This design comes from an exercise in tuning for small area, a short achievable clock period and few clock cycles per item on the open sky130 flow, not from production work. No run shown here included a check of the RTL's function; only the layout flow was run. Power is estimated from default activity; no workload was simulated.

### flow/design.v
package ivl2n_pkg;
  localparam int LANES             = 8;
  localparam int SAMPLE_W          = 8;
  localparam int LANE_CNT_W        = 4;
  localparam int SSQ_W             = 18;    
  localparam int MAX_ELEMENTS_LOG2 = 24;
  localparam int CNT_W             = MAX_ELEMENTS_LOG2 + 1;
  localparam int SUM_W             = 39;
  localparam int NORM_W            = 28;
  localparam int REM_W             = NORM_W;   
  localparam int STEP_W            = 5;
  localparam logic [CNT_W-1:0] MAX_ELEMENTS = {1'b1, {MAX_ELEMENTS_LOG2{1'b0}}};
  localparam logic [SUM_W-1:0] SUM_BOUND    = {1'b1, {(SUM_W-1){1'b0}}};
endpackage
import ivl2n_pkg::*;
module ivl2n_lane
(
  input  logic                           clk_i,
  input  logic [LANES-1:0][SAMPLE_W-1:0] mag_i,
  output logic [SSQ_W-1:0]               ssq_o
);
  logic [58:0] st1_q;
  logic p1;
  logic p2;
  logic p3;
  logic p4;
  logic p5;
  logic p6;
  logic p7;
  logic p8;
  logic p9;
  logic p10;
  logic p11;
  logic p12;
  logic p13;
  logic p14;
  logic p15;
  logic p16;
  logic p17;
  logic p18;
  logic p19;
  logic p20;
  logic p21;
  logic p22;
  logic p23;
  logic p24;
  logic p25;
  logic p26;
  logic p27;
  logic p28;
  logic p29;
  logic p30;
  logic p31;
  logic p32;
  logic p33;
  logic p34;
  logic p35;
  logic p36;
  logic p37;
  logic p38;
  logic p39;
  logic p40;
  logic p41;
  logic p42;
  logic p43;
  logic p44;
  logic p45;
  logic p46;
  logic p47;
  logic p48;
  logic p49;
  logic p50;
  logic p51;
  logic p52;
  logic p53;
  logic p54;
  logic p55;
  logic p56;
  logic p57;
  logic p58;
  logic p59;
  logic p60;
  logic p61;
  logic p62;
  logic p63;
  logic p64;
  logic p65;
  logic p66;
  logic p67;
  logic p68;
  logic p69;
  logic p70;
  logic p71;
  logic p72;
  logic p73;
  logic p74;
  logic p75;
  logic p76;
  logic p77;
  logic p78;
  logic p79;
  logic p80;
  logic p81;
  logic p82;
  logic p83;
  logic p84;
  logic p85;
  logic p86;
  logic p87;
  logic p88;
  logic p89;
  logic p90;
  logic p91;
  logic p92;
  logic p93;
  logic p94;
  logic p95;
  logic p96;
  logic p97;
  logic p98;
  logic p99;
  logic p100;
  logic p101;
  logic p102;
  logic p103;
  logic p104;
  logic p105;
  logic p106;
  logic p107;
  logic p108;
  logic p109;
  logic p110;
  logic p111;
  logic p112;
  logic p113;
  logic p114;
  logic p115;
  logic p116;
  logic p117;
  logic p118;
  logic p119;
  logic p120;
  logic p121;
  logic p122;
  logic p123;
  logic p124;
  logic p125;
  logic p126;
  logic p127;
  logic p128;
  logic p129;
  logic p130;
  logic p131;
  logic p132;
  logic p133;
  logic p134;
  logic p135;
  logic p136;
  logic p137;
  logic p138;
  logic p139;
  logic p140;
  logic p141;
  logic p142;
  logic p143;
  logic p144;
  logic p145;
  logic p146;
  logic p147;
  logic p148;
  logic p149;
  logic p150;
  logic p151;
  logic p152;
  logic p153;
  logic p154;
  logic p155;
  logic p156;
  logic p157;
  logic p158;
  logic p159;
  logic p160;
  logic p161;
  logic p162;
  logic p163;
  logic p164;
  logic p165;
  logic p166;
  logic p167;
  logic p168;
  logic p169;
  logic p170;
  logic p171;
  logic p172;
  logic p173;
  logic p174;
  logic p175;
  logic p176;
  logic p177;
  logic p178;
  logic p179;
  logic p180;
  logic p181;
  logic p182;
  logic p183;
  logic p184;
  logic p185;
  logic p186;
  logic p187;
  logic p188;
  logic p189;
  logic p190;
  logic p191;
  logic p192;
  logic p193;
  logic p194;
  logic p195;
  logic p196;
  logic p197;
  logic p198;
  logic p199;
  logic p200;
  logic p201;
  logic p202;
  logic p203;
  logic p204;
  logic p205;
  logic p206;
  logic p207;
  logic p208;
  logic p209;
  logic p210;
  logic p211;
  logic p212;
  logic p213;
  logic p214;
  logic p215;
  logic p216;
  logic s217;
  logic c218;
  logic s219;
  logic c220;
  logic s221;
  logic c222;
  logic s223;
  logic c224;
  logic s225;
  logic c226;
  logic s227;
  logic c228;
  logic s229;
  logic c230;
  logic s231;
  logic c232;
  logic s233;
  logic c234;
  logic s235;
  logic c236;
  logic s237;
  logic c238;
  logic s239;
  logic c240;
  logic s241;
  logic c242;
  logic s243;
  logic c244;
  logic s245;
  logic c246;
  logic s247;
  logic c248;
  logic s249;
  logic c250;
  logic s251;
  logic c252;
  logic s253;
  logic c254;
  logic s255;
  logic c256;
  logic s257;
  logic c258;
  logic s259;
  logic c260;
  logic s261;
  logic c262;
  logic s263;
  logic c264;
  logic s265;
  logic c266;
  logic s267;
  logic c268;
  logic s269;
  logic c270;
  logic s271;
  logic c272;
  logic s273;
  logic c274;
  logic s275;
  logic c276;
  logic s277;
  logic c278;
  logic s279;
  logic c280;
  logic s281;
  logic c282;
  logic s283;
  logic c284;
  logic s285;
  logic c286;
  logic s287;
  logic c288;
  logic s289;
  logic c290;
  logic s291;
  logic c292;
  logic s293;
  logic c294;
  logic s295;
  logic c296;
  logic s297;
  logic c298;
  logic s299;
  logic c300;
  logic s301;
  logic c302;
  logic s303;
  logic c304;
  logic s305;
  logic c306;
  logic s307;
  logic c308;
  logic s309;
  logic c310;
  logic s311;
  logic c312;
  logic s313;
  logic c314;
  logic s315;
  logic c316;
  logic s317;
  logic c318;
  logic s319;
  logic c320;
  logic s321;
  logic c322;
  logic s323;
  logic c324;
  logic s325;
  logic c326;
  logic s327;
  logic c328;
  logic s329;
  logic c330;
  logic s331;
  logic c332;
  logic s333;
  logic c334;
  logic s335;
  logic c336;
  logic s337;
  logic c338;
  logic s339;
  logic c340;
  logic s341;
  logic c342;
  logic s343;
  logic c344;
  logic s345;
  logic c346;
  logic s347;
  logic c348;
  logic s349;
  logic c350;
  logic s351;
  logic c352;
  logic s353;
  logic c354;
  logic s355;
  logic c356;
  logic s357;
  logic c358;
  logic s359;
  logic c360;
  logic s361;
  logic c362;
  logic s363;
  logic c364;
  logic s365;
  logic c366;
  logic s367;
  logic c368;
  logic s369;
  logic c370;
  logic s371;
  logic c372;
  logic s373;
  logic c374;
  logic s375;
  logic c376;
  logic s377;
  logic c378;
  logic s379;
  logic c380;
  logic s381;
  logic c382;
  logic s383;
  logic c384;
  logic s385;
  logic c386;
  logic s387;
  logic c388;
  logic s389;
  logic c390;
  logic s391;
  logic c392;
  logic s393;
  logic c394;
  logic s395;
  logic c396;
  logic s397;
  logic c398;
  logic s399;
  logic c400;
  logic s401;
  logic c402;
  logic s403;
  logic c404;
  logic s405;
  logic c406;
  logic s407;
  logic c408;
  logic s409;
  logic c410;
  logic s411;
  logic c412;
  logic s413;
  logic c414;
  logic s415;
  logic c416;
  logic s417;
  logic c418;
  logic s419;
  logic c420;
  logic s421;
  logic c422;
  logic s423;
  logic c424;
  logic s425;
  logic c426;
  logic s427;
  logic c428;
  logic s429;
  logic c430;
  logic s431;
  logic c432;
  logic s433;
  logic c434;
  logic s435;
  logic c436;
  logic s437;
  logic c438;
  logic s439;
  logic c440;
  logic s441;
  logic c442;
  logic s443;
  logic c444;
  logic s445;
  logic c446;
  logic s447;
  logic c448;
  logic s449;
  logic c450;
  logic s451;
  logic c452;
  logic s453;
  logic c454;
  logic s455;
  logic c456;
  logic s457;
  logic c458;
  logic s459;
  logic c460;
  logic s461;
  logic c462;
  logic s463;
  logic c464;
  logic s465;
  logic c466;
  logic s467;
  logic c468;
  logic s469;
  logic c470;
  logic s471;
  logic c472;
  logic s473;
  logic c474;
  logic s475;
  logic c476;
  logic s477;
  logic c478;
  logic s479;
  logic c480;
  logic s481;
  logic c482;
  logic s483;
  logic c484;
  logic s485;
  logic c486;
  logic s487;
  logic c488;
  logic s489;
  logic c490;
  logic s491;
  logic c492;
  logic s493;
  logic c494;
  logic s495;
  logic c496;
  logic s497;
  logic c498;
  logic s499;
  logic c500;
  logic s501;
  logic c502;
  logic s503;
  logic c504;
  logic s505;
  logic c506;
  logic s507;
  logic c508;
  logic s509;
  logic c510;
  logic s511;
  logic c512;
  logic s513;
  logic c514;
  logic s515;
  logic c516;
  logic s517;
  logic c518;
  logic s519;
  logic c520;
  logic s521;
  logic c522;
  logic s523;
  logic c524;
  logic s525;
  logic c526;
  logic s527;
  logic c528;
  logic s529;
  logic c530;
  logic s531;
  logic c532;
  logic s533;
  logic c534;
  logic s535;
  logic c536;
  logic s537;
  logic c538;
  logic s539;
  logic c540;
  logic s541;
  logic c542;
  logic s543;
  logic c544;
  logic s545;
  logic c546;
  logic s547;
  logic c548;
  logic s549;
  logic c550;
  logic s551;
  logic c552;
  logic s553;
  logic c554;
  logic s555;
  logic c556;
  logic s557;
  logic c558;
  logic s559;
  logic c560;
  logic s561;
  logic c562;
  logic s563;
  logic c564;
  logic s565;
  logic c566;
  logic s567;
  logic c568;
  logic s569;
  logic c570;
  logic s571;
  logic c572;
  logic s573;
  logic c574;
  logic s575;
  logic c576;
  logic s577;
  logic c578;
  logic s579;
  logic c580;
  logic s581;
  logic c582;
  logic s583;
  logic c584;
  logic s585;
  logic c586;
  logic s587;
  logic c588;
  logic s589;
  logic c590;
  logic s591;
  logic c592;
  logic s593;
  logic c594;
  logic s595;
  logic c596;
  logic s597;
  logic c598;
  logic s599;
  logic c600;
  logic s601;
  logic c602;
  logic s603;
  logic c604;
  logic s605;
  logic c606;
  logic s607;
  logic c608;
  logic s609;
  logic c610;
  logic s611;
  logic c612;
  logic s613;
  logic c614;
  logic s615;
  logic c616;
  logic s617;
  logic c618;
  logic s619;
  logic c620;
  logic s621;
  logic c622;
  logic s623;
  logic c624;
  logic s625;
  logic c626;
  logic s627;
  logic c628;
  logic s629;
  logic c630;
  logic [17:0] row_a, row_b;
  assign p1 = mag_i[0][1] & ~mag_i[0][0];
  assign p2 = mag_i[0][1] & mag_i[0][0];
  assign p3 = mag_i[0][2] & ~mag_i[0][1];
  assign p4 = mag_i[0][2] & mag_i[0][1];
  assign p5 = mag_i[0][3] & ~mag_i[0][2];
  assign p6 = mag_i[0][3] & mag_i[0][2];
  assign p7 = mag_i[0][4] & ~mag_i[0][3];
  assign p8 = mag_i[0][4] & mag_i[0][3];
  assign p9 = mag_i[0][5] & ~mag_i[0][4];
  assign p10 = mag_i[0][5] & mag_i[0][4];
  assign p11 = mag_i[0][6] & ~mag_i[0][5];
  assign p12 = mag_i[0][6] & mag_i[0][5];
  assign p13 = mag_i[0][0] & mag_i[0][2];
  assign p14 = mag_i[0][0] & mag_i[0][3];
  assign p15 = mag_i[0][0] & mag_i[0][4];
  assign p16 = mag_i[0][0] & mag_i[0][5];
  assign p17 = mag_i[0][0] & mag_i[0][6];
  assign p18 = mag_i[0][1] & mag_i[0][3];
  assign p19 = mag_i[0][1] & mag_i[0][4];
  assign p20 = mag_i[0][1] & mag_i[0][5];
  assign p21 = mag_i[0][1] & mag_i[0][6];
  assign p22 = mag_i[0][2] & mag_i[0][4];
  assign p23 = mag_i[0][2] & mag_i[0][5];
  assign p24 = mag_i[0][2] & mag_i[0][6];
  assign p25 = mag_i[0][3] & mag_i[0][5];
  assign p26 = mag_i[0][3] & mag_i[0][6];
  assign p27 = mag_i[0][4] & mag_i[0][6];
  assign p28 = mag_i[1][1] & ~mag_i[1][0];
  assign p29 = mag_i[1][1] & mag_i[1][0];
  assign p30 = mag_i[1][2] & ~mag_i[1][1];
  assign p31 = mag_i[1][2] & mag_i[1][1];
  assign p32 = mag_i[1][3] & ~mag_i[1][2];
  assign p33 = mag_i[1][3] & mag_i[1][2];
  assign p34 = mag_i[1][4] & ~mag_i[1][3];
  assign p35 = mag_i[1][4] & mag_i[1][3];
  assign p36 = mag_i[1][5] & ~mag_i[1][4];
  assign p37 = mag_i[1][5] & mag_i[1][4];
  assign p38 = mag_i[1][6] & ~mag_i[1][5];
  assign p39 = mag_i[1][6] & mag_i[1][5];
  assign p40 = mag_i[1][0] & mag_i[1][2];
  assign p41 = mag_i[1][0] & mag_i[1][3];
  assign p42 = mag_i[1][0] & mag_i[1][4];
  assign p43 = mag_i[1][0] & mag_i[1][5];
  assign p44 = mag_i[1][0] & mag_i[1][6];
  assign p45 = mag_i[1][1] & mag_i[1][3];
  assign p46 = mag_i[1][1] & mag_i[1][4];
  assign p47 = mag_i[1][1] & mag_i[1][5];
  assign p48 = mag_i[1][1] & mag_i[1][6];
  assign p49 = mag_i[1][2] & mag_i[1][4];
  assign p50 = mag_i[1][2] & mag_i[1][5];
  assign p51 = mag_i[1][2] & mag_i[1][6];
  assign p52 = mag_i[1][3] & mag_i[1][5];
  assign p53 = mag_i[1][3] & mag_i[1][6];
  assign p54 = mag_i[1][4] & mag_i[1][6];
  assign p55 = mag_i[2][1] & ~mag_i[2][0];
  assign p56 = mag_i[2][1] & mag_i[2][0];
  assign p57 = mag_i[2][2] & ~mag_i[2][1];
  assign p58 = mag_i[2][2] & mag_i[2][1];
  assign p59 = mag_i[2][3] & ~mag_i[2][2];
  assign p60 = mag_i[2][3] & mag_i[2][2];
  assign p61 = mag_i[2][4] & ~mag_i[2][3];
  assign p62 = mag_i[2][4] & mag_i[2][3];
  assign p63 = mag_i[2][5] & ~mag_i[2][4];
  assign p64 = mag_i[2][5] & mag_i[2][4];
  assign p65 = mag_i[2][6] & ~mag_i[2][5];
  assign p66 = mag_i[2][6] & mag_i[2][5];
  assign p67 = mag_i[2][0] & mag_i[2][2];
  assign p68 = mag_i[2][0] & mag_i[2][3];
  assign p69 = mag_i[2][0] & mag_i[2][4];
  assign p70 = mag_i[2][0] & mag_i[2][5];
  assign p71 = mag_i[2][0] & mag_i[2][6];
  assign p72 = mag_i[2][1] & mag_i[2][3];
  assign p73 = mag_i[2][1] & mag_i[2][4];
  assign p74 = mag_i[2][1] & mag_i[2][5];
  assign p75 = mag_i[2][1] & mag_i[2][6];
  assign p76 = mag_i[2][2] & mag_i[2][4];
  assign p77 = mag_i[2][2] & mag_i[2][5];
  assign p78 = mag_i[2][2] & mag_i[2][6];
  assign p79 = mag_i[2][3] & mag_i[2][5];
  assign p80 = mag_i[2][3] & mag_i[2][6];
  assign p81 = mag_i[2][4] & mag_i[2][6];
  assign p82 = mag_i[3][1] & ~mag_i[3][0];
  assign p83 = mag_i[3][1] & mag_i[3][0];
  assign p84 = mag_i[3][2] & ~mag_i[3][1];
  assign p85 = mag_i[3][2] & mag_i[3][1];
  assign p86 = mag_i[3][3] & ~mag_i[3][2];
  assign p87 = mag_i[3][3] & mag_i[3][2];
  assign p88 = mag_i[3][4] & ~mag_i[3][3];
  assign p89 = mag_i[3][4] & mag_i[3][3];
  assign p90 = mag_i[3][5] & ~mag_i[3][4];
  assign p91 = mag_i[3][5] & mag_i[3][4];
  assign p92 = mag_i[3][6] & ~mag_i[3][5];
  assign p93 = mag_i[3][6] & mag_i[3][5];
  assign p94 = mag_i[3][0] & mag_i[3][2];
  assign p95 = mag_i[3][0] & mag_i[3][3];
  assign p96 = mag_i[3][0] & mag_i[3][4];
  assign p97 = mag_i[3][0] & mag_i[3][5];
  assign p98 = mag_i[3][0] & mag_i[3][6];
  assign p99 = mag_i[3][1] & mag_i[3][3];
  assign p100 = mag_i[3][1] & mag_i[3][4];
  assign p101 = mag_i[3][1] & mag_i[3][5];
  assign p102 = mag_i[3][1] & mag_i[3][6];
  assign p103 = mag_i[3][2] & mag_i[3][4];
  assign p104 = mag_i[3][2] & mag_i[3][5];
  assign p105 = mag_i[3][2] & mag_i[3][6];
  assign p106 = mag_i[3][3] & mag_i[3][5];
  assign p107 = mag_i[3][3] & mag_i[3][6];
  assign p108 = mag_i[3][4] & mag_i[3][6];
  assign p109 = mag_i[4][1] & ~mag_i[4][0];
  assign p110 = mag_i[4][1] & mag_i[4][0];
  assign p111 = mag_i[4][2] & ~mag_i[4][1];
  assign p112 = mag_i[4][2] & mag_i[4][1];
  assign p113 = mag_i[4][3] & ~mag_i[4][2];
  assign p114 = mag_i[4][3] & mag_i[4][2];
  assign p115 = mag_i[4][4] & ~mag_i[4][3];
  assign p116 = mag_i[4][4] & mag_i[4][3];
  assign p117 = mag_i[4][5] & ~mag_i[4][4];
  assign p118 = mag_i[4][5] & mag_i[4][4];
  assign p119 = mag_i[4][6] & ~mag_i[4][5];
  assign p120 = mag_i[4][6] & mag_i[4][5];
  assign p121 = mag_i[4][0] & mag_i[4][2];
  assign p122 = mag_i[4][0] & mag_i[4][3];
  assign p123 = mag_i[4][0] & mag_i[4][4];
  assign p124 = mag_i[4][0] & mag_i[4][5];
  assign p125 = mag_i[4][0] & mag_i[4][6];
  assign p126 = mag_i[4][1] & mag_i[4][3];
  assign p127 = mag_i[4][1] & mag_i[4][4];
  assign p128 = mag_i[4][1] & mag_i[4][5];
  assign p129 = mag_i[4][1] & mag_i[4][6];
  assign p130 = mag_i[4][2] & mag_i[4][4];
  assign p131 = mag_i[4][2] & mag_i[4][5];
  assign p132 = mag_i[4][2] & mag_i[4][6];
  assign p133 = mag_i[4][3] & mag_i[4][5];
  assign p134 = mag_i[4][3] & mag_i[4][6];
  assign p135 = mag_i[4][4] & mag_i[4][6];
  assign p136 = mag_i[5][1] & ~mag_i[5][0];
  assign p137 = mag_i[5][1] & mag_i[5][0];
  assign p138 = mag_i[5][2] & ~mag_i[5][1];
  assign p139 = mag_i[5][2] & mag_i[5][1];
  assign p140 = mag_i[5][3] & ~mag_i[5][2];
  assign p141 = mag_i[5][3] & mag_i[5][2];
  assign p142 = mag_i[5][4] & ~mag_i[5][3];
  assign p143 = mag_i[5][4] & mag_i[5][3];
  assign p144 = mag_i[5][5] & ~mag_i[5][4];
  assign p145 = mag_i[5][5] & mag_i[5][4];
  assign p146 = mag_i[5][6] & ~mag_i[5][5];
  assign p147 = mag_i[5][6] & mag_i[5][5];
  assign p148 = mag_i[5][0] & mag_i[5][2];
  assign p149 = mag_i[5][0] & mag_i[5][3];
  assign p150 = mag_i[5][0] & mag_i[5][4];
  assign p151 = mag_i[5][0] & mag_i[5][5];
  assign p152 = mag_i[5][0] & mag_i[5][6];
  assign p153 = mag_i[5][1] & mag_i[5][3];
  assign p154 = mag_i[5][1] & mag_i[5][4];
  assign p155 = mag_i[5][1] & mag_i[5][5];
  assign p156 = mag_i[5][1] & mag_i[5][6];
  assign p157 = mag_i[5][2] & mag_i[5][4];
  assign p158 = mag_i[5][2] & mag_i[5][5];
  assign p159 = mag_i[5][2] & mag_i[5][6];
  assign p160 = mag_i[5][3] & mag_i[5][5];
  assign p161 = mag_i[5][3] & mag_i[5][6];
  assign p162 = mag_i[5][4] & mag_i[5][6];
  assign p163 = mag_i[6][1] & ~mag_i[6][0];
  assign p164 = mag_i[6][1] & mag_i[6][0];
  assign p165 = mag_i[6][2] & ~mag_i[6][1];
  assign p166 = mag_i[6][2] & mag_i[6][1];
  assign p167 = mag_i[6][3] & ~mag_i[6][2];
  assign p168 = mag_i[6][3] & mag_i[6][2];
  assign p169 = mag_i[6][4] & ~mag_i[6][3];
  assign p170 = mag_i[6][4] & mag_i[6][3];
  assign p171 = mag_i[6][5] & ~mag_i[6][4];
  assign p172 = mag_i[6][5] & mag_i[6][4];
  assign p173 = mag_i[6][6] & ~mag_i[6][5];
  assign p174 = mag_i[6][6] & mag_i[6][5];
  assign p175 = mag_i[6][0] & mag_i[6][2];
  assign p176 = mag_i[6][0] & mag_i[6][3];
  assign p177 = mag_i[6][0] & mag_i[6][4];
  assign p178 = mag_i[6][0] & mag_i[6][5];
  assign p179 = mag_i[6][0] & mag_i[6][6];
  assign p180 = mag_i[6][1] & mag_i[6][3];
  assign p181 = mag_i[6][1] & mag_i[6][4];
  assign p182 = mag_i[6][1] & mag_i[6][5];
  assign p183 = mag_i[6][1] & mag_i[6][6];
  assign p184 = mag_i[6][2] & mag_i[6][4];
  assign p185 = mag_i[6][2] & mag_i[6][5];
  assign p186 = mag_i[6][2] & mag_i[6][6];
  assign p187 = mag_i[6][3] & mag_i[6][5];
  assign p188 = mag_i[6][3] & mag_i[6][6];
  assign p189 = mag_i[6][4] & mag_i[6][6];
  assign p190 = mag_i[7][1] & ~mag_i[7][0];
  assign p191 = mag_i[7][1] & mag_i[7][0];
  assign p192 = mag_i[7][2] & ~mag_i[7][1];
  assign p193 = mag_i[7][2] & mag_i[7][1];
  assign p194 = mag_i[7][3] & ~mag_i[7][2];
  assign p195 = mag_i[7][3] & mag_i[7][2];
  assign p196 = mag_i[7][4] & ~mag_i[7][3];
  assign p197 = mag_i[7][4] & mag_i[7][3];
  assign p198 = mag_i[7][5] & ~mag_i[7][4];
  assign p199 = mag_i[7][5] & mag_i[7][4];
  assign p200 = mag_i[7][6] & ~mag_i[7][5];
  assign p201 = mag_i[7][6] & mag_i[7][5];
  assign p202 = mag_i[7][0] & mag_i[7][2];
  assign p203 = mag_i[7][0] & mag_i[7][3];
  assign p204 = mag_i[7][0] & mag_i[7][4];
  assign p205 = mag_i[7][0] & mag_i[7][5];
  assign p206 = mag_i[7][0] & mag_i[7][6];
  assign p207 = mag_i[7][1] & mag_i[7][3];
  assign p208 = mag_i[7][1] & mag_i[7][4];
  assign p209 = mag_i[7][1] & mag_i[7][5];
  assign p210 = mag_i[7][1] & mag_i[7][6];
  assign p211 = mag_i[7][2] & mag_i[7][4];
  assign p212 = mag_i[7][2] & mag_i[7][5];
  assign p213 = mag_i[7][2] & mag_i[7][6];
  assign p214 = mag_i[7][3] & mag_i[7][5];
  assign p215 = mag_i[7][3] & mag_i[7][6];
  assign p216 = mag_i[7][4] & mag_i[7][6];
  assign {c218, s217} = 2'(mag_i[0][0]) + 2'(mag_i[1][0]) + 2'(mag_i[2][0]);
  assign {c220, s219} = 2'(mag_i[3][0]) + 2'(mag_i[4][0]) + 2'(mag_i[5][0]);
  assign {c222, s221} = 2'(p1) + 2'(p28) + 2'(p55);
  assign {c224, s223} = 2'(p82) + 2'(p109) + 2'(p136);
  assign {c226, s225} = 2'(p2) + 2'(p13) + 2'(p29);
  assign {c228, s227} = 2'(p40) + 2'(p56) + 2'(p67);
  assign {c230, s229} = 2'(p83) + 2'(p94) + 2'(p110);
  assign {c232, s231} = 2'(p121) + 2'(p137) + 2'(p148);
  assign {c234, s233} = 2'(p164) + 2'(p175) + 2'(p191);
  assign {c236, s235} = 2'(p3) + 2'(p14) + 2'(p30);
  assign {c238, s237} = 2'(p41) + 2'(p57) + 2'(p68);
  assign {c240, s239} = 2'(p84) + 2'(p95) + 2'(p111);
  assign {c242, s241} = 2'(p122) + 2'(p138) + 2'(p149);
  assign {c244, s243} = 2'(p165) + 2'(p176) + 2'(p192);
  assign {c246, s245} = 2'(p4) + 2'(p15) + 2'(p18);
  assign {c248, s247} = 2'(p31) + 2'(p42) + 2'(p45);
  assign {c250, s249} = 2'(p58) + 2'(p69) + 2'(p72);
  assign {c252, s251} = 2'(p85) + 2'(p96) + 2'(p99);
  assign {c254, s253} = 2'(p112) + 2'(p123) + 2'(p126);
  assign {c256, s255} = 2'(p139) + 2'(p150) + 2'(p153);
  assign {c258, s257} = 2'(p166) + 2'(p177) + 2'(p180);
  assign {c260, s259} = 2'(p193) + 2'(p204) + 2'(p207);
  assign {c262, s261} = 2'(p5) + 2'(p16) + 2'(p19);
  assign {c264, s263} = 2'(p32) + 2'(p43) + 2'(p46);
  assign {c266, s265} = 2'(p59) + 2'(p70) + 2'(p73);
  assign {c268, s267} = 2'(p86) + 2'(p97) + 2'(p100);
  assign {c270, s269} = 2'(p113) + 2'(p124) + 2'(p127);
  assign {c272, s271} = 2'(p140) + 2'(p151) + 2'(p154);
  assign {c274, s273} = 2'(p167) + 2'(p178) + 2'(p181);
  assign {c276, s275} = 2'(p194) + 2'(p205) + 2'(p208);
  assign {c278, s277} = 2'(p6) + 2'(p17) + 2'(p20);
  assign {c280, s279} = 2'(p22) + 2'(p33) + 2'(p44);
  assign {c282, s281} = 2'(p47) + 2'(p49) + 2'(p60);
  assign {c284, s283} = 2'(p71) + 2'(p74) + 2'(p76);
  assign {c286, s285} = 2'(p87) + 2'(p98) + 2'(p101);
  assign {c288, s287} = 2'(p103) + 2'(p114) + 2'(p125);
  assign {c290, s289} = 2'(p128) + 2'(p130) + 2'(p141);
  assign {c292, s291} = 2'(p152) + 2'(p155) + 2'(p157);
  assign {c294, s293} = 2'(p168) + 2'(p179) + 2'(p182);
  assign {c296, s295} = 2'(p184) + 2'(p195) + 2'(p206);
  assign {c298, s297} = 2'(p7) + 2'(p21) + 2'(p23);
  assign {c300, s299} = 2'(p34) + 2'(p48) + 2'(p50);
  assign {c302, s301} = 2'(p61) + 2'(p75) + 2'(p77);
  assign {c304, s303} = 2'(p88) + 2'(p102) + 2'(p104);
  assign {c306, s305} = 2'(p115) + 2'(p129) + 2'(p131);
  assign {c308, s307} = 2'(p142) + 2'(p156) + 2'(p158);
  assign {c310, s309} = 2'(p169) + 2'(p183) + 2'(p185);
  assign {c312, s311} = 2'(p196) + 2'(p210) + 2'(p212);
  assign {c314, s313} = 2'(p8) + 2'(p24) + 2'(p25);
  assign {c316, s315} = 2'(p35) + 2'(p51) + 2'(p52);
  assign {c318, s317} = 2'(p62) + 2'(p78) + 2'(p79);
  assign {c320, s319} = 2'(p89) + 2'(p105) + 2'(p106);
  assign {c322, s321} = 2'(p116) + 2'(p132) + 2'(p133);
  assign {c324, s323} = 2'(p143) + 2'(p159) + 2'(p160);
  assign {c326, s325} = 2'(p170) + 2'(p186) + 2'(p187);
  assign {c328, s327} = 2'(p197) + 2'(p213) + 2'(p214);
  assign {c330, s329} = 2'(p9) + 2'(p26) + 2'(p36);
  assign {c332, s331} = 2'(p53) + 2'(p63) + 2'(p80);
  assign {c334, s333} = 2'(p90) + 2'(p107) + 2'(p117);
  assign {c336, s335} = 2'(p134) + 2'(p144) + 2'(p161);
  assign {c338, s337} = 2'(p171) + 2'(p188) + 2'(p198);
  assign {c340, s339} = 2'(p10) + 2'(p27) + 2'(p37);
  assign {c342, s341} = 2'(p54) + 2'(p64) + 2'(p81);
  assign {c344, s343} = 2'(p91) + 2'(p108) + 2'(p118);
  assign {c346, s345} = 2'(p135) + 2'(p145) + 2'(p162);
  assign {c348, s347} = 2'(p172) + 2'(p189) + 2'(p199);
  assign {c350, s349} = 2'(p11) + 2'(p38) + 2'(p65);
  assign {c352, s351} = 2'(p92) + 2'(p119) + 2'(p146);
  assign {c354, s353} = 2'(p12) + 2'(p39) + 2'(p66);
  assign {c356, s355} = 2'(p93) + 2'(p120) + 2'(p147);
  assign {c358, s357} = 2'(mag_i[0][7]) + 2'(mag_i[1][7]) + 2'(mag_i[2][7]);
  assign {c360, s359} = 2'(mag_i[3][7]) + 2'(mag_i[4][7]) + 2'(mag_i[5][7]);
  assign {c362, s361} = 2'(s217) + 2'(s219) + 2'(mag_i[6][0]);
  assign {c364, s363} = 2'(s221) + 2'(s223) + 2'(p163);
  assign {c366, s365} = 2'(c222) + 2'(c224) + 2'(s225);
  assign {c368, s367} = 2'(s227) + 2'(s229) + 2'(s231);
  assign {c370, s369} = 2'(c226) + 2'(c228) + 2'(c230);
  assign {c372, s371} = 2'(c232) + 2'(c234) + 2'(s235);
  assign {c374, s373} = 2'(s237) + 2'(s239) + 2'(s241);
  assign {c376, s375} = 2'(c236) + 2'(c238) + 2'(c240);
  assign {c378, s377} = 2'(c242) + 2'(c244) + 2'(s245);
  assign {c380, s379} = 2'(s247) + 2'(s249) + 2'(s251);
  assign {c382, s381} = 2'(s253) + 2'(s255) + 2'(s257);
  assign {c384, s383} = 2'(c246) + 2'(c248) + 2'(c250);
  assign {c386, s385} = 2'(c252) + 2'(c254) + 2'(c256);
  assign {c388, s387} = 2'(c258) + 2'(c260) + 2'(s261);
  assign {c390, s389} = 2'(s263) + 2'(s265) + 2'(s267);
  assign {c392, s391} = 2'(s269) + 2'(s271) + 2'(s273);
  assign {c394, s393} = 2'(c262) + 2'(c264) + 2'(c266);
  assign {c396, s395} = 2'(c268) + 2'(c270) + 2'(c272);
  assign {c398, s397} = 2'(c274) + 2'(c276) + 2'(s277);
  assign {c400, s399} = 2'(s279) + 2'(s281) + 2'(s283);
  assign {c402, s401} = 2'(s285) + 2'(s287) + 2'(s289);
  assign {c404, s403} = 2'(s291) + 2'(s293) + 2'(s295);
  assign {c406, s405} = 2'(c278) + 2'(c280) + 2'(c282);
  assign {c408, s407} = 2'(c284) + 2'(c286) + 2'(c288);
  assign {c410, s409} = 2'(c290) + 2'(c292) + 2'(c294);
  assign {c412, s411} = 2'(c296) + 2'(s297) + 2'(s299);
  assign {c414, s413} = 2'(s301) + 2'(s303) + 2'(s305);
  assign {c416, s415} = 2'(s307) + 2'(s309) + 2'(s311);
  assign {c418, s417} = 2'(c298) + 2'(c300) + 2'(c302);
  assign {c420, s419} = 2'(c304) + 2'(c306) + 2'(c308);
  assign {c422, s421} = 2'(c310) + 2'(c312) + 2'(s313);
  assign {c424, s423} = 2'(s315) + 2'(s317) + 2'(s319);
  assign {c426, s425} = 2'(s321) + 2'(s323) + 2'(s325);
  assign {c428, s427} = 2'(c314) + 2'(c316) + 2'(c318);
  assign {c430, s429} = 2'(c320) + 2'(c322) + 2'(c324);
  assign {c432, s431} = 2'(c326) + 2'(c328) + 2'(s329);
  assign {c434, s433} = 2'(s331) + 2'(s333) + 2'(s335);
  assign {c436, s435} = 2'(c330) + 2'(c332) + 2'(c334);
  assign {c438, s437} = 2'(c336) + 2'(c338) + 2'(s339);
  assign {c440, s439} = 2'(s341) + 2'(s343) + 2'(s345);
  assign {c442, s441} = 2'(c340) + 2'(c342) + 2'(c344);
  assign {c444, s443} = 2'(c346) + 2'(c348) + 2'(s349);
  assign {c446, s445} = 2'(s351) + 2'(p173) + 2'(p200);
  assign {c448, s447} = 2'(c350) + 2'(c352) + 2'(s353);
  assign {c450, s449} = 2'(s355) + 2'(p174) + 2'(p201);
  assign {c452, s451} = 2'(c354) + 2'(c356) + 2'(s357);
  assign {c454, s453} = 2'(s359) + 2'(mag_i[6][7]) + 2'(mag_i[7][7]);
  assign {c456, s455} = 2'(c362) + 2'(c218) + 2'(c220);
  assign {c458, s457} = 2'(c364) + 2'(s365) + 2'(s367);
  assign {c460, s459} = 2'(c366) + 2'(c368) + 2'(s369);
  assign {c462, s461} = 2'(s371) + 2'(s373) + 2'(s243);
  assign {c464, s463} = 2'(c370) + 2'(c372) + 2'(c374);
  assign {c466, s465} = 2'(s375) + 2'(s377) + 2'(s379);
  assign {c468, s467} = 2'(c376) + 2'(c378) + 2'(c380);
  assign {c470, s469} = 2'(c382) + 2'(s383) + 2'(s385);
  assign {c472, s471} = 2'(s387) + 2'(s389) + 2'(s391);
  assign {c474, s473} = 2'(c384) + 2'(c386) + 2'(c388);
  assign {c476, s475} = 2'(c390) + 2'(c392) + 2'(s393);
  assign {c478, s477} = 2'(s395) + 2'(s397) + 2'(s399);
  assign {c480, s479} = 2'(s401) + 2'(s403) + 2'(p209);
  assign {c482, s481} = 2'(c394) + 2'(c396) + 2'(c398);
  assign {c484, s483} = 2'(c400) + 2'(c402) + 2'(c404);
  assign {c486, s485} = 2'(s405) + 2'(s407) + 2'(s409);
  assign {c488, s487} = 2'(s411) + 2'(s413) + 2'(s415);
  assign {c490, s489} = 2'(c406) + 2'(c408) + 2'(c410);
  assign {c492, s491} = 2'(c412) + 2'(c414) + 2'(c416);
  assign {c494, s493} = 2'(s417) + 2'(s419) + 2'(s421);
  assign {c496, s495} = 2'(s423) + 2'(s425) + 2'(s327);
  assign {c498, s497} = 2'(c418) + 2'(c420) + 2'(c422);
  assign {c500, s499} = 2'(c424) + 2'(c426) + 2'(s427);
  assign {c502, s501} = 2'(s429) + 2'(s431) + 2'(s433);
  assign {c504, s503} = 2'(c428) + 2'(c430) + 2'(c432);
  assign {c506, s505} = 2'(c434) + 2'(s435) + 2'(s437);
  assign {c508, s507} = 2'(s439) + 2'(s347) + 2'(p216);
  assign {c510, s509} = 2'(c436) + 2'(c438) + 2'(c440);
  assign {c512, s511} = 2'(s441) + 2'(s443) + 2'(s445);
  assign {c514, s513} = 2'(c442) + 2'(c444) + 2'(c446);
  assign {c516, s515} = 2'(c448) + 2'(c450) + 2'(s451);
  assign {c518, s517} = 2'(c452) + 2'(c454) + 2'(c358);
  assign {c520, s519} = 2'(c456) + 2'(s363) + 2'(p190);
  assign {c522, s521} = 2'(s457) + 2'(s233) + 2'(p202);
  assign {c524, s523} = 2'(c458) + 2'(s459) + 2'(s461);
  assign {c526, s525} = 2'(c460) + 2'(c462) + 2'(s463);
  assign {c528, s527} = 2'(s465) + 2'(s381) + 2'(s259);
  assign {c530, s529} = 2'(c464) + 2'(c466) + 2'(s467);
  assign {c532, s531} = 2'(s469) + 2'(s471) + 2'(s275);
  assign {c534, s533} = 2'(c468) + 2'(c470) + 2'(c472);
  assign {c536, s535} = 2'(s473) + 2'(s475) + 2'(s477);
  assign {c538, s537} = 2'(c474) + 2'(c476) + 2'(c478);
  assign {c540, s539} = 2'(c480) + 2'(s481) + 2'(s483);
  assign {c542, s541} = 2'(c482) + 2'(c484) + 2'(c486);
  assign {c544, s543} = 2'(c488) + 2'(s489) + 2'(s491);
  assign {c546, s545} = 2'(c490) + 2'(c492) + 2'(c494);
  assign {c548, s547} = 2'(c496) + 2'(s497) + 2'(s499);
  assign {c550, s549} = 2'(s501) + 2'(s337) + 2'(p215);
  assign {c552, s551} = 2'(c498) + 2'(c500) + 2'(c502);
  assign {c554, s553} = 2'(s503) + 2'(s505) + 2'(s507);
  assign {c556, s555} = 2'(c504) + 2'(c506) + 2'(c508);
  assign {c558, s557} = 2'(c510) + 2'(c512) + 2'(s513);
  assign {c560, s559} = 2'(c514) + 2'(s515) + 2'(s453);
  assign {c562, s561} = 2'(c516) + 2'(s517) + 2'(c360);
  assign {c564, s563} = 2'(st1_q[16]) + 2'(st1_q[17]) + 2'(st1_q[18]);
  assign {c566, s565} = 2'(st1_q[22]) + 2'(st1_q[23]) + 2'(st1_q[24]);
  assign {c568, s567} = 2'(st1_q[25]) + 2'(st1_q[26]);
  assign {c570, s569} = 2'(st1_q[28]) + 2'(st1_q[29]) + 2'(st1_q[30]);
  assign {c572, s571} = 2'(st1_q[31]) + 2'(st1_q[32]) + 2'(st1_q[33]);
  assign {c574, s573} = 2'(st1_q[34]) + 2'(st1_q[35]) + 2'(st1_q[36]);
  assign {c576, s575} = 2'(st1_q[37]) + 2'(st1_q[38]);
  assign {c578, s577} = 2'(st1_q[39]) + 2'(st1_q[40]) + 2'(st1_q[41]);
  assign {c580, s579} = 2'(st1_q[42]) + 2'(st1_q[43]);
  assign {c582, s581} = 2'(st1_q[44]) + 2'(st1_q[45]) + 2'(st1_q[46]);
  assign {c584, s583} = 2'(st1_q[47]) + 2'(st1_q[48]);
  assign {c586, s585} = 2'(st1_q[49]) + 2'(st1_q[50]) + 2'(st1_q[51]);
  assign {c588, s587} = 2'(st1_q[12]) + 2'(st1_q[13]);
  assign {c590, s589} = 2'(s563) + 2'(st1_q[19]) + 2'(st1_q[20]);
  assign {c592, s591} = 2'(s565) + 2'(s567) + 2'(st1_q[27]);
  assign {c594, s593} = 2'(s569) + 2'(s571) + 2'(c566);
  assign {c596, s595} = 2'(s573) + 2'(s575) + 2'(c570);
  assign {c598, s597} = 2'(s577) + 2'(s579) + 2'(c574);
  assign {c600, s599} = 2'(s581) + 2'(s583) + 2'(c578);
  assign {c602, s601} = 2'(s585) + 2'(st1_q[52]) + 2'(c582);
  assign {c604, s603} = 2'(st1_q[53]) + 2'(st1_q[54]);
  assign {c606, s605} = 2'(st1_q[6]) + 2'(st1_q[7]);
  assign {c608, s607} = 2'(st1_q[9]) + 2'(st1_q[10]) + 2'(st1_q[11]);
  assign {c610, s609} = 2'(s587) + 2'(st1_q[14]) + 2'(st1_q[15]);
  assign {c612, s611} = 2'(s589) + 2'(st1_q[21]) + 2'(c588);
  assign {c614, s613} = 2'(s591) + 2'(c564) + 2'(c590);
  assign {c616, s615} = 2'(s593) + 2'(c568) + 2'(c592);
  assign {c618, s617} = 2'(s595) + 2'(c572) + 2'(c594);
  assign {c620, s619} = 2'(s597) + 2'(c576) + 2'(c596);
  assign {c622, s621} = 2'(s599) + 2'(c580) + 2'(c598);
  assign {c624, s623} = 2'(s601) + 2'(c584) + 2'(c600);
  assign {c626, s625} = 2'(s603) + 2'(c586) + 2'(c602);
  assign {c628, s627} = 2'(st1_q[55]) + 2'(st1_q[56]) + 2'(c604);
  assign {c630, s629} = 2'(st1_q[57]) + 2'(st1_q[58]);
  assign row_a = {c630, s629, s627, s625, s623, s621, s619, s617, s615, s613, s611, s609, s607, s605, st1_q[4], st1_q[3], st1_q[2], st1_q[0]};
  assign row_b = {1'b0, c628, c626, c624, c622, c620, c618, c616, c614, c612, c610, c608, c606, st1_q[8], st1_q[5], 1'b0, 1'b0, st1_q[1]};
  always_ff @(posedge clk_i) begin
    st1_q <= {c518, c562, s561, c560, s559, c558, s449, s447, s557, c556, s511, s509, s555, c554, c552, s553, s551, c550, c548, c546, s549, s547, s545, c544, c542, s495, s493, s543, s541, c540, c538, s487, s485, s539, s537, c536, c534, p211, s479, s535, s533, c532, c530, s531, s529, c528, c526, s527, s525, c524, p203, s523, c522, s521, c520, s519, s455, mag_i[7][0], s361};
    ssq_o <= row_a + row_b;
  end
endmodule
import ivl2n_pkg::*;
module ivl2n_merge
(
  input  logic                  clk_i,
  input  logic                  rst_ni,
  input  logic                  valid_i,    
  input  logic                  last_i,
  input  logic [LANE_CNT_W-1:0] lanes_i,
  input  logic [SSQ_W-1:0]      ssq_i,
  input  logic                  free_i,     
  output logic                  avail_o,    
  output logic [SUM_W-1:0]      sum_o,
  output logic                  ovf_o,
  output logic                  fin_d_o,    
  output logic                  hold_d_o
);
  logic [SUM_W-1:0] acc_q, base_sum, fin_sum;
  logic [CNT_W-1:0] cnt_q, base_cnt, cnt_sum;
  logic             ovf_q, base_ovf, ovf_d;
  logic             first_q, fin_q, fin_d;
  logic [SUM_W-1:0] hold_sum_q;
  logic             hold_ovf_q, hold_q, hold_d;
  logic             load, hold_load;
  assign base_sum = first_q ? '0 : acc_q;
  assign base_cnt = first_q ? '0 : cnt_q;
  assign base_ovf = !first_q && ovf_q;
  assign cnt_sum  = base_cnt + CNT_W'(lanes_i);
  assign ovf_d    = base_ovf || (cnt_sum[CNT_W-1] && cnt_sum[CNT_W-2:0] != '0);
  assign fin_sum  = ovf_q ? SUM_BOUND : acc_q;
  assign avail_o  = hold_q || fin_q;
  assign sum_o    = hold_q ? hold_sum_q : fin_sum;
  assign ovf_o    = hold_q ? hold_ovf_q : ovf_q;
  assign load     = free_i && avail_o;
  assign hold_load = fin_q && (hold_q ? load : !free_i);
  assign hold_d   = hold_q ? (!load || fin_q) : (fin_q && !free_i);
  assign fin_d    = (valid_i && last_i) || (fin_q && hold_q && !load);
  assign fin_d_o  = fin_d;
  assign hold_d_o = hold_d;
  always_ff @(posedge clk_i or negedge rst_ni) begin
    if (!rst_ni) begin
      first_q <= 1'b1;
      fin_q   <= 1'b0;
      hold_q  <= 1'b0;
    end else begin
      if (valid_i) first_q <= last_i;
      fin_q  <= fin_d;
      hold_q <= hold_d;
    end
  end
  always_ff @(posedge clk_i) begin
    if (valid_i) begin
      acc_q <= base_sum + SUM_W'(ssq_i);
      cnt_q <= cnt_sum;
      ovf_q <= ovf_d;
    end
    if (hold_load) begin
      hold_sum_q <= fin_sum;
      hold_ovf_q <= ovf_q;
    end
  end
endmodule
import ivl2n_pkg::*;
module ivl2n_sqrt
(
  input  logic              clk_i,
  input  logic              rst_ni,
  input  logic              avail_i,     
  input  logic [SUM_W-1:0]  sum_i,
  input  logic              ovf_i,
  input  logic              out_ready_i,
  output logic              free_o,      
  output logic              idle_d_o,    
  output logic              out_valid_o,
  output logic [SUM_W-1:0]  sum_o,
  output logic [NORM_W-1:0] norm_o,
  output logic              ovf_o
);
  logic              run_q, done_q, load, last_step;
  logic [SUM_W-1:0]  sum_q;
  logic              ovf_q;
  logic [REM_W-1:0]  rem_q;
  logic [NORM_W-1:0] root_q;
  logic [STEP_W-1:0] step_q, start, step_dec;
  logic [1:0]        pair_q, pair_start, pair_dec;
  logic [19:0]       nz, top;
  logic [29:0]       rem_sh, diff;
  logic              ge;
  logic [39:0]       in_ext, sum_ext;
  assign in_ext  = {1'b0, sum_i};
  assign sum_ext = {1'b0, sum_q};
  always_comb begin
    for (int j = 0; j < 20; j++) nz[j] = in_ext[2*j+1 -: 2] != 2'b00;
    for (int j = 0; j < 20; j++) begin
      top[j] = nz[j];
      for (int i = j + 1; i < 20; i++) top[j] = top[j] && !nz[i];
    end
    start      = '0;
    pair_start = '0;
    for (int j = 0; j < 20; j++) begin
      if (top[j]) start = start | STEP_W'(j + 8);
      pair_start = pair_start | (top[j] ? in_ext[2*j+1 -: 2] : 2'b00);
    end
  end
  assign step_dec = step_q - STEP_W'(1);
  always_comb begin
    pair_dec = 2'b00;
    for (int j = 8; j < 28; j++) begin
      if (step_dec == STEP_W'(j)) pair_dec = sum_ext[2*j-15 -: 2];
    end
  end
  assign rem_sh = {rem_q, pair_q};
  assign diff   = rem_sh - {1'b0, root_q[26:0], 2'b01};
  assign ge     = !diff[29];
  assign last_step = (step_q == '0);
  assign free_o    = !run_q && (!done_q || out_ready_i);
  assign load      = avail_i && free_o;
  assign idle_d_o  = !load && !(run_q) && (!done_q || out_ready_i);
  always_ff @(posedge clk_i or negedge rst_ni) begin
    if (!rst_ni) begin
      run_q  <= 1'b0;
      done_q <= 1'b0;
    end else begin
      if (load) begin
        run_q  <= 1'b1;
        done_q <= 1'b0;
      end else if (run_q) begin
        if (last_step) begin
          run_q  <= 1'b0;
          done_q <= 1'b1;
        end
      end else if (out_ready_i) begin
        done_q <= 1'b0;
      end
    end
  end
  always_ff @(posedge clk_i) begin
    if (load) begin
      sum_q  <= sum_i;
      ovf_q  <= ovf_i;
      rem_q  <= '0;
      root_q <= '0;
      step_q <= start;
      pair_q <= pair_start;
    end else if (run_q) begin
      rem_q  <= ge ? diff[REM_W-1:0] : rem_sh[REM_W-1:0];
      root_q <= {root_q[NORM_W-2:0], ge};
      step_q <= step_dec;
      pair_q <= pair_dec;
    end
  end
  assign out_valid_o = done_q;
  assign sum_o       = sum_q;
  assign norm_o      = root_q;
  assign ovf_o       = ovf_q;
endmodule
import ivl2n_pkg::*;
module int8_vector_l2_norm
(
  input  logic        clk_i,
  input  logic        rst_ni,
  input  logic        in_valid,
  output logic        in_ready,
  input  logic [7:0]  in_sample_0,
  input  logic [7:0]  in_sample_1,
  input  logic [7:0]  in_sample_2,
  input  logic [7:0]  in_sample_3,
  input  logic [7:0]  in_sample_4,
  input  logic [7:0]  in_sample_5,
  input  logic [7:0]  in_sample_6,
  input  logic [7:0]  in_sample_7,
  input  logic [3:0]  in_lane_count,
  input  logic        in_last,
  output logic        out_valid,
  input  logic        out_ready,
  output logic [38:0] out_sum_of_squares,
  output logic [27:0] out_norm_fixed,
  output logic        out_overflow
);
  logic [LANES-1:0][SAMPLE_W-1:0] samples, mag;
  logic [LANE_CNT_W-1:0]          lanes_clamped;
  logic                           accept, in_ready_q, in_ready_d;
  logic [LANES-1:0][SAMPLE_W-1:0] a_mag_q;
  logic [LANE_CNT_W-1:0]          a_lanes_q, b1_lanes_q, b2_lanes_q;
  logic                           a_valid_q, b1_valid_q, b2_valid_q;
  logic                           a_last_q, b1_last_q, b2_last_q;
  logic                           a_lastv_d;
  logic [SSQ_W-1:0]               ssq;
  logic                           avail, free, fin_d, hold_d, idle_d;
  logic [SUM_W-1:0]               fin_sum;
  logic                           fin_ovf;
  logic [2:0]                     owed_d;
  assign samples = {in_sample_7, in_sample_6, in_sample_5, in_sample_4,
                    in_sample_3, in_sample_2, in_sample_1, in_sample_0};
  assign accept        = in_valid && in_ready_q;
  assign lanes_clamped = (in_lane_count > 4'd8) ? 4'd8 : in_lane_count;
  for (genvar k = 0; k < LANES; k++) begin : g_mag
    assign mag[k] = (in_lane_count <= 4'(k)) ? 8'd0 :
                    samples[k][7] ? 8'(-samples[k]) : samples[k];
  end
  assign a_lastv_d = accept && in_last;
  assign owed_d    = 3'(a_lastv_d) + 3'(a_valid_q && a_last_q) + 3'(b1_valid_q && b1_last_q)
                   + 3'(fin_d) + 3'(hold_d);
  assign in_ready_d = (owed_d <= 3'd1) || (owed_d == 3'd2 && idle_d);
  assign idle_d    = free && !avail;
  always_ff @(posedge clk_i or negedge rst_ni) begin
    if (!rst_ni) begin
      in_ready_q <= 1'b1;
      a_valid_q  <= 1'b0;
      b1_valid_q <= 1'b0;
      b2_valid_q <= 1'b0;
    end else begin
      in_ready_q <= in_ready_d;
      a_valid_q  <= accept;
      b1_valid_q <= a_valid_q;
      b2_valid_q <= b1_valid_q;
    end
  end
  always_ff @(posedge clk_i) begin
    a_mag_q    <= mag;
    a_lanes_q  <= lanes_clamped;
    a_last_q   <= in_last;
    b1_lanes_q <= a_lanes_q;
    b1_last_q  <= a_last_q;
    b2_lanes_q <= b1_lanes_q;
    b2_last_q  <= b1_last_q;
  end
  assign in_ready = in_ready_q;
  ivl2n_lane u_lane (
    .clk_i (clk_i),
    .mag_i (a_mag_q),
    .ssq_o (ssq)
  );
  ivl2n_merge u_merge (
    .clk_i    (clk_i),
    .rst_ni   (rst_ni),
    .valid_i  (b2_valid_q),
    .last_i   (b2_last_q),
    .lanes_i  (b2_lanes_q),
    .ssq_i    (ssq),
    .free_i   (free),
    .avail_o  (avail),
    .sum_o    (fin_sum),
    .ovf_o    (fin_ovf),
    .fin_d_o  (fin_d),
    .hold_d_o (hold_d)
  );
  ivl2n_sqrt u_sqrt (
    .clk_i       (clk_i),
    .rst_ni      (rst_ni),
    .avail_i     (avail),
    .sum_i       (fin_sum),
    .ovf_i       (fin_ovf),
    .out_ready_i (out_ready),
    .free_o      (free),
    .idle_d_o    (),
    .out_valid_o (out_valid),
    .sum_o       (out_sum_of_squares),
    .norm_o      (out_norm_fixed),
    .ovf_o       (out_overflow)
  );
endmodule
### flow/run.sh
#!/bin/bash
# synth_recipe.tcl (not shown) runs the flow's synth.tcl, then flattens the netlist and writes it again
# the make line also repeats each setting of config.mk as NAME=value (left out here)
make -C /OpenROAD-flow-scripts/flow DESIGN_CONFIG=/design/flow/config.mk WORK_HOME=/design/flow/orfs CLKGATE_MAP_FILE= SYNTH_SCRIPT=/design/flow/synth_recipe.tcl finish
### flow/config.mk
export PLATFORM = sky130hd
export DESIGN_NAME = int8_vector_l2_norm
export DESIGN_NICKNAME = int8_vector_l2_norm
export VERILOG_FILES = /design/flow/design.v
export SDC_FILE = /design/flow/constraint.sdc
export NUM_CORES = 4
export LEC_CHECK = 0
export ABC_CLOCK_PERIOD_IN_PS = 3000
export CAP_MARGIN = 20
export CORE_MARGIN = 2
export CORE_UTILIZATION = 40
export SLEW_MARGIN = 20
### flow/constraint.sdc
create_clock -name core_clock -period 6.5 [get_ports {clk_i}]
set_input_delay 1.3000 -clock core_clock [delete_from_list [all_inputs] [get_ports {clk_i}]]
set_output_delay 1.3000 -clock core_clock [all_outputs]
set_load 0.01 [all_outputs]
==> results of run 1 <==
## cell usage in the layout (no fill, tap or decap), types with 28 or more instances in the layout
cell | netlist | routed
sky130_fd_sc_hd__dfxtp_1 | 212 | 212
sky130_fd_sc_hd__nor2b_1 | 136 | 136
sky130_fd_sc_hd__ha_1 | 90 | 90
sky130_fd_sc_hd__nand2b_1 | 28 | 28
sky130_fd_sc_hd__o21ai_0 | 87 | 86
sky130_fd_sc_hd__mux2_2 | 31 | 31
sky130_fd_sc_hd__a21o_1 | 28 | 28
sky130_fd_sc_hd__xnor2_1 | 71 | 71
sky130_fd_sc_hd__mux2i_1 | 53 | 53
sky130_fd_sc_hd__edfxtp_1 | 152 | 152
sky130_fd_sc_hd__clkbuf_16 | 0 | 45
sky130_fd_sc_hd__nor3_1 | 34 | 34
sky130_fd_sc_hd__fa_1 | 203 | 203
sky130_fd_sc_hd__nor2_1 | 188 | 187
sky130_fd_sc_hd__a21oi_1 | 69 | 69
sky130_fd_sc_hd__clkdlybuf4s50_1 | 0 | 142
sky130_fd_sc_hd__xor2_1 | 51 | 51
sky130_fd_sc_hd__o31ai_1 | 29 | 29
sky130_fd_sc_hd__nand2_1 | 124 | 124
sky130_fd_sc_hd__inv_1 | 360 | 360
sky130_fd_sc_hd__and2_1 | 181 | 181
## final timing paths
| path | from | cells past startpoint | endpoint |
|---|---|---|---|
| setup / recovery | u_merge.first_q$_DFFE_PN1P_ | 12 | u_merge.ovf_q$_DFFE_PP_ |
| hold / removal | a_lanes_q[2]$_SDFF_PN0_ | 0 | b1_lanes_q[2]$_DFF_P_ |
| setup reg to reg | u_merge.first_q$_DFFE_PN1P_ | 12 | u_merge.ovf_q$_DFFE_PP_ |
| hold reg to reg | a_lanes_q[2]$_SDFF_PN0_ | 0 | b1_lanes_q[2]$_DFF_P_ |
| max in group asynchronous | rst_ni | 1 | u_merge.hold_q$_DFF_PN0_ |
| min in group asynchronous | rst_ni | 1 | u_sqrt.run_q$_DFF_PN0_ |
## power breakdown
part	switching, W	internal (W)	leakage, nW
combinational	0.00496	0.00389	7.86
clock	0.00102	0.00153	0.748
sequential	0.000608	0.00352	3.31
total	0.00658	0.00895	11.9
## stage by stage
stage	setup WS [ns]	cells	util, %
2_1_floorplan	2.22	2496	-
3_3_place_gp	2.26	3426	44.1
3_5_place_dp	2.14	3426	44.1
4_1_cts	2.26	3506	46.6
5_1_grt	1.96	3506	46.6
6_report	2.31	3506	46.6
## logic make-up after synthesis
group / Yosys count / synth area share, %
multiplexers: 91 / 3.86
XOR/XNOR: 123 / 4.36
adder cells (fa/ha/maj): 293 / 20.9
AND/OR/NAND/NOR: 827 / 17.9
AO/OA/AOI/OAI: 367 / 10.2
flip-flops: 373 / 36.3
buffers and inverters: 422 / 6.48
## sequential cells by signal, summed over array words and instances, names as in the netlist, 2 cells and up
register / count
u_sqrt.pair_q: 2
u_lane.st1_q: 59
b2_lanes_q: 4
u_lane.ssq_o: 18
b1_lanes_q: 4
u_sqrt.root_q: 28
a_lanes_q: 4
u_sqrt.step_q: 5
a_mag_q: 64
u_sqrt.rem_q: 28
u_merge.acc_q: 39
u_merge.cnt_q: 25
u_merge.hold_sum_q: 39
u_sqrt.sum_q: 39
## layout make-up
class	count	share of cell area (%)
Timing Repair Buffer	152	5.21
Inverter	363	4.75
Multi-Input combinational cell	1701	49.6
Clock buffer	55	4.19
Tap cell	837	3.65
Sequential cell	373	31.5
Clock inverter	25	1.11
## metal layers
metal / up-vias / global-route usage, % / share of wire, %
met1: 8486 / 22.8 / 43
met4: 0 / 6.58 / 3.2
met5: - / 0 / 0
met2: 366 / 32.4 / 50
li1: 8573 / - / -
met3: 97 / 2.43 / 3.9
==> impl_table.tex, run 1 <==
\begin{tabular}{lr}
\hline
Metric & Value \\
\hline
\multicolumn{2}{l}{\textbf{Status}} \\
\quad Run status & finished clean \\
\multicolumn{2}{l}{\textbf{Job}} \\
\quad Max-cap viol count & 0 \\
\multicolumn{2}{l}{\textbf{Synth}} \\
\quad Fraction of registers with async set/reset & 2.41\% \\
\quad Ranking of synthesized cells by area & sky130\_fd\_sc\_hd\_\_edfxtp\_1, sky130\_fd\_sc\_hd\_\_dfxtp\_1, sky130\_fd\_sc\_hd\_\_fa\_1 \\
\quad Yosys top cell area share & a little under a fifth \\
\quad Average footprint of a synthesized cell & 9.96 sq um \\
\quad Mapped Cells & 2,496 \\
\quad Post-Synthesis Net Count & 2,862 \\
\quad Most used flip-flop cell after synthesis & sky130\_fd\_sc\_hd\_\_dfxtp\_1 \\
\quad Top cells by instance count after synthesis & sky130\_fd\_sc\_hd\_\_inv\_1, sky130\_fd\_sc\_hd\_\_dfxtp\_1, sky130\_fd\_sc\_hd\_\_fa\_1 \\
\quad Cell type contributing the most total cell area after synthesis & sky130\_fd\_sc\_hd\_\_edfxtp\_1 \\
\quad Post-synth design cell area & 24,900 sq um \\
\quad Post-synthesis register bit count & 373 \\
\quad Yosys warnings & 4 \\
\quad Post-synth EDFFs & 152 \\
\quad Sequential share of the synthesized area & 36.3\% \\
\quad Number of distinct library cells after synthesis & 96 \\
\quad Most common cell in the synthesized netlist & sky130\_fd\_sc\_hd\_\_inv\_1 \\
\multicolumn{2}{l}{\textbf{Finish}} \\
\quad Area occupied by registers & between 9000 and 10,000 sq um \\
\quad Area growth, synth to finish & 15.4\% \\
\quad Fillers & about 5.8k \\
\quad Final cell area excluding filler cells & 28,700 sq um \\
\quad Net count reported at finish & between 3k and 4k \\
\quad Area of the multi-input gates & roughly 14,000 sq um \\
\quad Antenna diode count & 0 \\
\quad Layout cell share with drive strength beyond 1 & 5.99\% \\
\multicolumn{2}{l}{\textbf{Setup path}} \\
\quad Peak fanout along the critical path & 71 \\
\quad Delay of the slowest cell on the worst path & 0.59 ns \\
\quad Dominant delay contributor by cell family on the critical path & simple AND/OR/NAND/NOR gates \\
\quad Critical Setup Path Class & reg2reg \\
\quad Critical path capture point type & register \\
\quad CP required & 6.81 ns \\
\quad Worst Path Arrival & 4.50 ns \\
\quad Cells along the critical path & buf\_4 > nor2b\_1 > ha\_1 > fa\_1 > a21o\_1 > a21oi\_1 > nor3b\_1 > xnor2\_1 > nor2\_1 > or4\_1 > nor4\_1 > a41oi\_1 \\
\quad Buffering stage count on the worst path with inverters included & 1 \\
\quad Type of origin of the critical path & register \\
\quad Master of the slowest instance on the critical path & sky130\_fd\_sc\_hd\_\_buf\_4 \\
\quad Reg-to-reg slack, setup & roughly 2.3 ns \\
\multicolumn{2}{l}{\textbf{CTS}} \\
\quad CTS HTree Levels & 2 \\
\quad TritonCTS clock tree & yes \\
\quad Clock transition time at the flip-flop clock pins of the worst setup and hold paths & 0.07 ns \\
\quad Total CTS buffers & between 40 and 50 \\
\quad Clock Root Buffer & sky130\_fd\_sc\_hd\_\_clkbuf\_16 \\
\quad Post-cts gate resize count & 0 \\
\quad Clock insertion delay at the later pin of the skew report & 0.58 ns \\
\quad Clock sink total & 373 \\
\quad Setup fix buffers added after clock tree synthesis & 0 \\
\quad Longest Clk Path Bufs & 3 \\
\quad Hold bufs inserted after CTS & 0 \\
\multicolumn{2}{l}{\textbf{Drt}} \\
\quad Vias post-DR & 17.5k \\
\quad Via density per instance & 5.00 \\
\quad Initial detailed-routing violation count & 929 \\
\quad Iteration count of the initial detailed-routing pass & 8 \\
\quad Average wire length per cell after detail routing & 16.5 um \\
\quad Number of nets still failing antenna checks after routing & 0 \\
\quad Residual DRC count & 0 \\
\quad Final wirelength & 58.0 mm \\
\multicolumn{2}{l}{\textbf{Placed design}} \\
\quad Cell area reported after detailed placement & roughly 27,000 sq um \\
\quad Total of buffers placed on input and output ports & approximately 140 \\
\quad Final weighted congestion in routability-driven placement & 0.877 \\
\quad HPWL after detailed placement & 46.0 mm \\
\multicolumn{2}{l}{\textbf{STA}} \\
\quad Setup violation total in the final timing report & 0 \\
\quad Setup repair after global routing missed its margin & false \\
\quad Final period utilization & 64.5\% \\
\quad Min Hold Slack & 0.320 ns \\
\quad Final sum of negative setup slack & 0 ns \\
\quad Final min period & 4.19 ns \\
\quad Transition time at the pin with the least slew margin & 0.924 ns \\
\quad Worst Clk Skew & 0.0257 ns \\
\quad Slew margin rel. & 37.7\% \\
\quad Max-slew violation count & 0 \\
\quad Final count of hold timing violations & 0 \\
\quad Max Clock Freq & roughly 240 MHz \\
\multicolumn{2}{l}{\textbf{GRT}} \\
\quad Sum of overflow across all layers after global routing & 0 \\
\quad Overall track demand over capacity in global routing & 18.3\% \\
\quad Vias in the first global route & 17.9k \\
\quad Antenna violations before repair & 0 \\
\quad Wire length of the first global-routing pass & 93.7 mm \\
\quad Largest net degree at the start of global routing & 72 \\
\multicolumn{2}{l}{\textbf{Hold path}} \\
\quad Class of the tightest hold or removal check & reg2reg \\
\multicolumn{2}{l}{\textbf{Floorplan}} \\
\quad Horizontal extent of the die & 253 um \\
\quad Number of core rows & 91 \\
\quad Die Footprint & around 64,000 sq um \\
\quad Initial core utilization & about 40\% \\
\quad Height of the chip & around 250 um \\
\quad Count of pins on the block boundary & $\sim$140 \\
\quad Placeable core region & a little over 60,000 sq um \\
\multicolumn{2}{l}{\textbf{Power and ir drop}} \\
\quad Max VDD drop & 467 uV \\
\quad P per Cell Area & 541 nW/um\^{}2 \\
\quad Leakage & 11.9 nW \\
\quad Pwr Total & about 0.016 W \\
\hline
\end{tabular}
==> run 2: changes to the inputs <==
--- a/flow/config.mk
+++ b/flow/config.mk
@@ -11,2 +11,3 @@
 export CORE_UTILIZATION = 40
+export SETUP_SLACK_MARGIN = 3.5
 export SLEW_MARGIN = 20
==> run 2 against run 1 <==
  * Clock power shrank 6%
  * Setup slack gained 0.75 ns
  * Global-route usage up 0.67 points
  * Clock skew down 0.0054 ns
  * First-iteration DRC count rose by 6.8%
  * Via count up 3.5%
  * Synthesized area unchanged
  * Non-clock buffer count up 77
==> impl_table.tex, run 2 <==
\begin{tabular}{lr}
\hline
Metric & Value \\
\hline
\multicolumn{2}{l}{\textbf{STA}} \\
\quad Slew margin rel. & 33.1\% \\
\quad Setup violation total in the final timing report & 0 \\
\quad Worst Clk Skew & a little over 0.02 ns \\
\quad Transition time at the pin with the least slew margin & 1.00 ns \\
\quad Final period utilization & 53.0\% \\
\multicolumn{2}{l}{\textbf{Power and ir drop}} \\
\quad P per Cell Area & 577 nW/um\^{}2 \\
\quad Share of power burned in registers & 23.7\% \\
\quad Pwr Total & about 0.017 W \\
\multicolumn{2}{l}{\textbf{Floorplan}} \\
\quad Horizontal extent of the die & 253 um \\
\quad Initial core utilization & a little over 40\% \\
\quad Die Footprint & about 64,000 sq um \\
\multicolumn{2}{l}{\textbf{CTS}} \\
\quad TritonCTS clock tree & yes \\
\quad Clock Root Buffer & sky130\_fd\_sc\_hd\_\_clkbuf\_16 \\
\quad Clock transition time at the flip-flop clock pins of the worst setup and hold paths & 0.06 ns \\
\multicolumn{2}{l}{\textbf{Drt}} \\
\quad Iteration count of the initial detailed-routing pass & 7 \\
\multicolumn{2}{l}{\textbf{Synth}} \\
\quad Yosys warnings & 4 \\
\quad Post-synth EDFFs & between 150 and 200 \\
\quad Post-Synthesis Net Count & about 2.9k \\
\quad Ranking of synthesized cells by area & sky130\_fd\_sc\_hd\_\_edfxtp\_1, sky130\_fd\_sc\_hd\_\_dfxtp\_1, sky130\_fd\_sc\_hd\_\_fa\_1 \\
\quad Top cells by instance count after synthesis & sky130\_fd\_sc\_hd\_\_inv\_1, sky130\_fd\_sc\_hd\_\_dfxtp\_1, sky130\_fd\_sc\_hd\_\_fa\_1 \\
\quad Average footprint of a synthesized cell & 9.96 sq um \\
\multicolumn{2}{l}{\textbf{Placed design}} \\
\quad Final weighted congestion in routability-driven placement & $\sim$0.90 \\
\quad HPWL after detailed placement & $\sim$45 mm \\
\multicolumn{2}{l}{\textbf{Finish}} \\
\quad Register bank with the most flops & a\_mag\_q \\
\quad Final cell area excluding filler cells & 30,300 sq um \\
\quad Antenna diode count & 0 \\
\multicolumn{2}{l}{\textbf{GRT}} \\
\quad Antenna violations before repair & 0 \\
\quad Vias in the first global route & 18.7k \\
\multicolumn{2}{l}{\textbf{Status}} \\
\quad Run status & finished clean \\
\multicolumn{2}{l}{\textbf{Setup path}} \\
\quad Critical path capture point type & register \\
\quad Critical Setup Path Class & reg2reg \\
\quad Dominant delay contributor by cell family on the critical path & compound AO/OA/AOI/OAI gates \\
\quad Master of the slowest instance on the critical path & sky130\_fd\_sc\_hd\_\_dfstp\_4 \\
\quad Delay of the slowest cell on the worst path & 0.68 ns \\
\hline
\end{tabular}
==> run 2: cell counts after synthesis <==
No cell type changed its count.
==> run 2: timing repair <==
| item | CTS | global route |
|---|---|---|
| resized for setup | 100 | 147 |
| pin swaps | 54 | 90 |
| hold buffers | 0 | 0 |
| cloned | 3 | 2 |
| setup endpoints to repair | 132 | 81 |
| buffers inserted | 44 | 28 |
==> run 2: per-stage QoR <==
step	instances	hold slack [ns]	worst slack, ns	utilization (%)
2_1_floorplan	2496	0.310	2.92	-
3_3_place_gp	3426	0.311	2.17	44.5
3_5_place_dp	3426	0.313	2.02	44.5
4_1_cts	3550	0.327	3.11	48.0
5_1_grt	3580	0.331	2.96	49.1
6_report	3580	0.327	3.06	49.1
==> run 2: final timing paths <==
kind / start / end / slack [ns]
worst min register to register: b1_lanes_q[0]$_DFF_P_ / b2_lanes_q[0]$_DFF_P_ / 0.33
worst min-delay path: b1_lanes_q[0]$_DFF_P_ / b2_lanes_q[0]$_DFF_P_ / 0.33
min in group asynchronous: rst_ni / b1_valid_q$_DFF_PN0_ / 1.06
worst max register to register: u_merge.first_q$_DFFE_PN1P_ / u_merge.acc_q[26]$_DFFE_PP_ / 3.06
worst max-delay path: u_merge.first_q$_DFFE_PN1P_ / u_merge.acc_q[26]$_DFFE_PP_ / 3.06
max in group asynchronous: rst_ni / u_merge.hold_q$_DFF_PN0_ / 5.09
==> run 2: cell families (layout without fill, tap and decap cells) <==
group | count (synthesis) | count (layout) | share of synthesized area (%)
adders and majority gates | 293 | 293 | 20.9
buffers and inverters | 422 | 669 | 6.48
xor gates and xnor gates | 123 | 123 | 4.36
DFF | 373 | 373 | 36.3
AOI/OAI and AO/OA | 367 | 367 | 10.2
muxes | 91 | 91 | 3.86
and+or+nand+nor | 827 | 827 | 17.9
==> run 2: power groups by stage <==
| stage | registers (W) | clock network, W | logic [W] |
|---|---|---|---|
| floorplan | 0.00400 | 0 | 0.00708 |
| global placement | 0.00421 | 0 | 0.00886 |
| detailed placement | 0.00424 | 0 | 0.00909 |
| CTS | 0.00413 | 0.00247 | 0.00999 |
| global route | 0.00424 | 0.00256 | 0.0121 |
| finish | 0.00414 | 0.00239 | 0.0109 |
==> run 2: worst reg2reg max path, cell delays in order, from the launching register on <==
cell	delay [ns]
sky130_fd_sc_hd__dfstp_4	0.68
sky130_fd_sc_hd__buf_6	0.12
sky130_fd_sc_hd__clkinvlp_4	0.12
sky130_fd_sc_hd__nand2_4	0.10
sky130_fd_sc_hd__fa_2	0.21
sky130_fd_sc_hd__nor2b_2	0.05
sky130_fd_sc_hd__o31a_1	0.25
sky130_fd_sc_hd__o221a_1	0.28
sky130_fd_sc_hd__o31a_1	0.29
sky130_fd_sc_hd__o211a_4	0.27
sky130_fd_sc_hd__o311ai_4	0.38
sky130_fd_sc_hd__a21boi_1	0.13
sky130_fd_sc_hd__mux2_1	0.32
==> run 2: per-layer routing <==
metal / global-route usage [%] / part of all wire, % / vias up
met1: 23.1 / 42 / 8904
li1: - / - / 8716
met3: 2.18 / 3.7 / 114
met4: 6.83 / 3.1 / 0
met2: 34.4 / 51 / 396
met5: 0 / 0 / -
==> run 2: layout make-up <==
class	instances	share of cell area, %
Clock buffer	58	3.94
Clock inverter	19	0.636
Inverter	363	4.62
Multi-Input combinational cell	1701	49.5
Sequential cell	373	30.2
Tap cell	837	3.46
Timing Repair Buffer	229	7.68

Check on run 2: ideal ports give 3.056 ns setup slack; a clkbuf_16 on the clock port and buf_2 on the inputs give 3.056 ns; moving port delays by the midpoint clock arrival (0.619 ns) as well gives 3.020 ns.
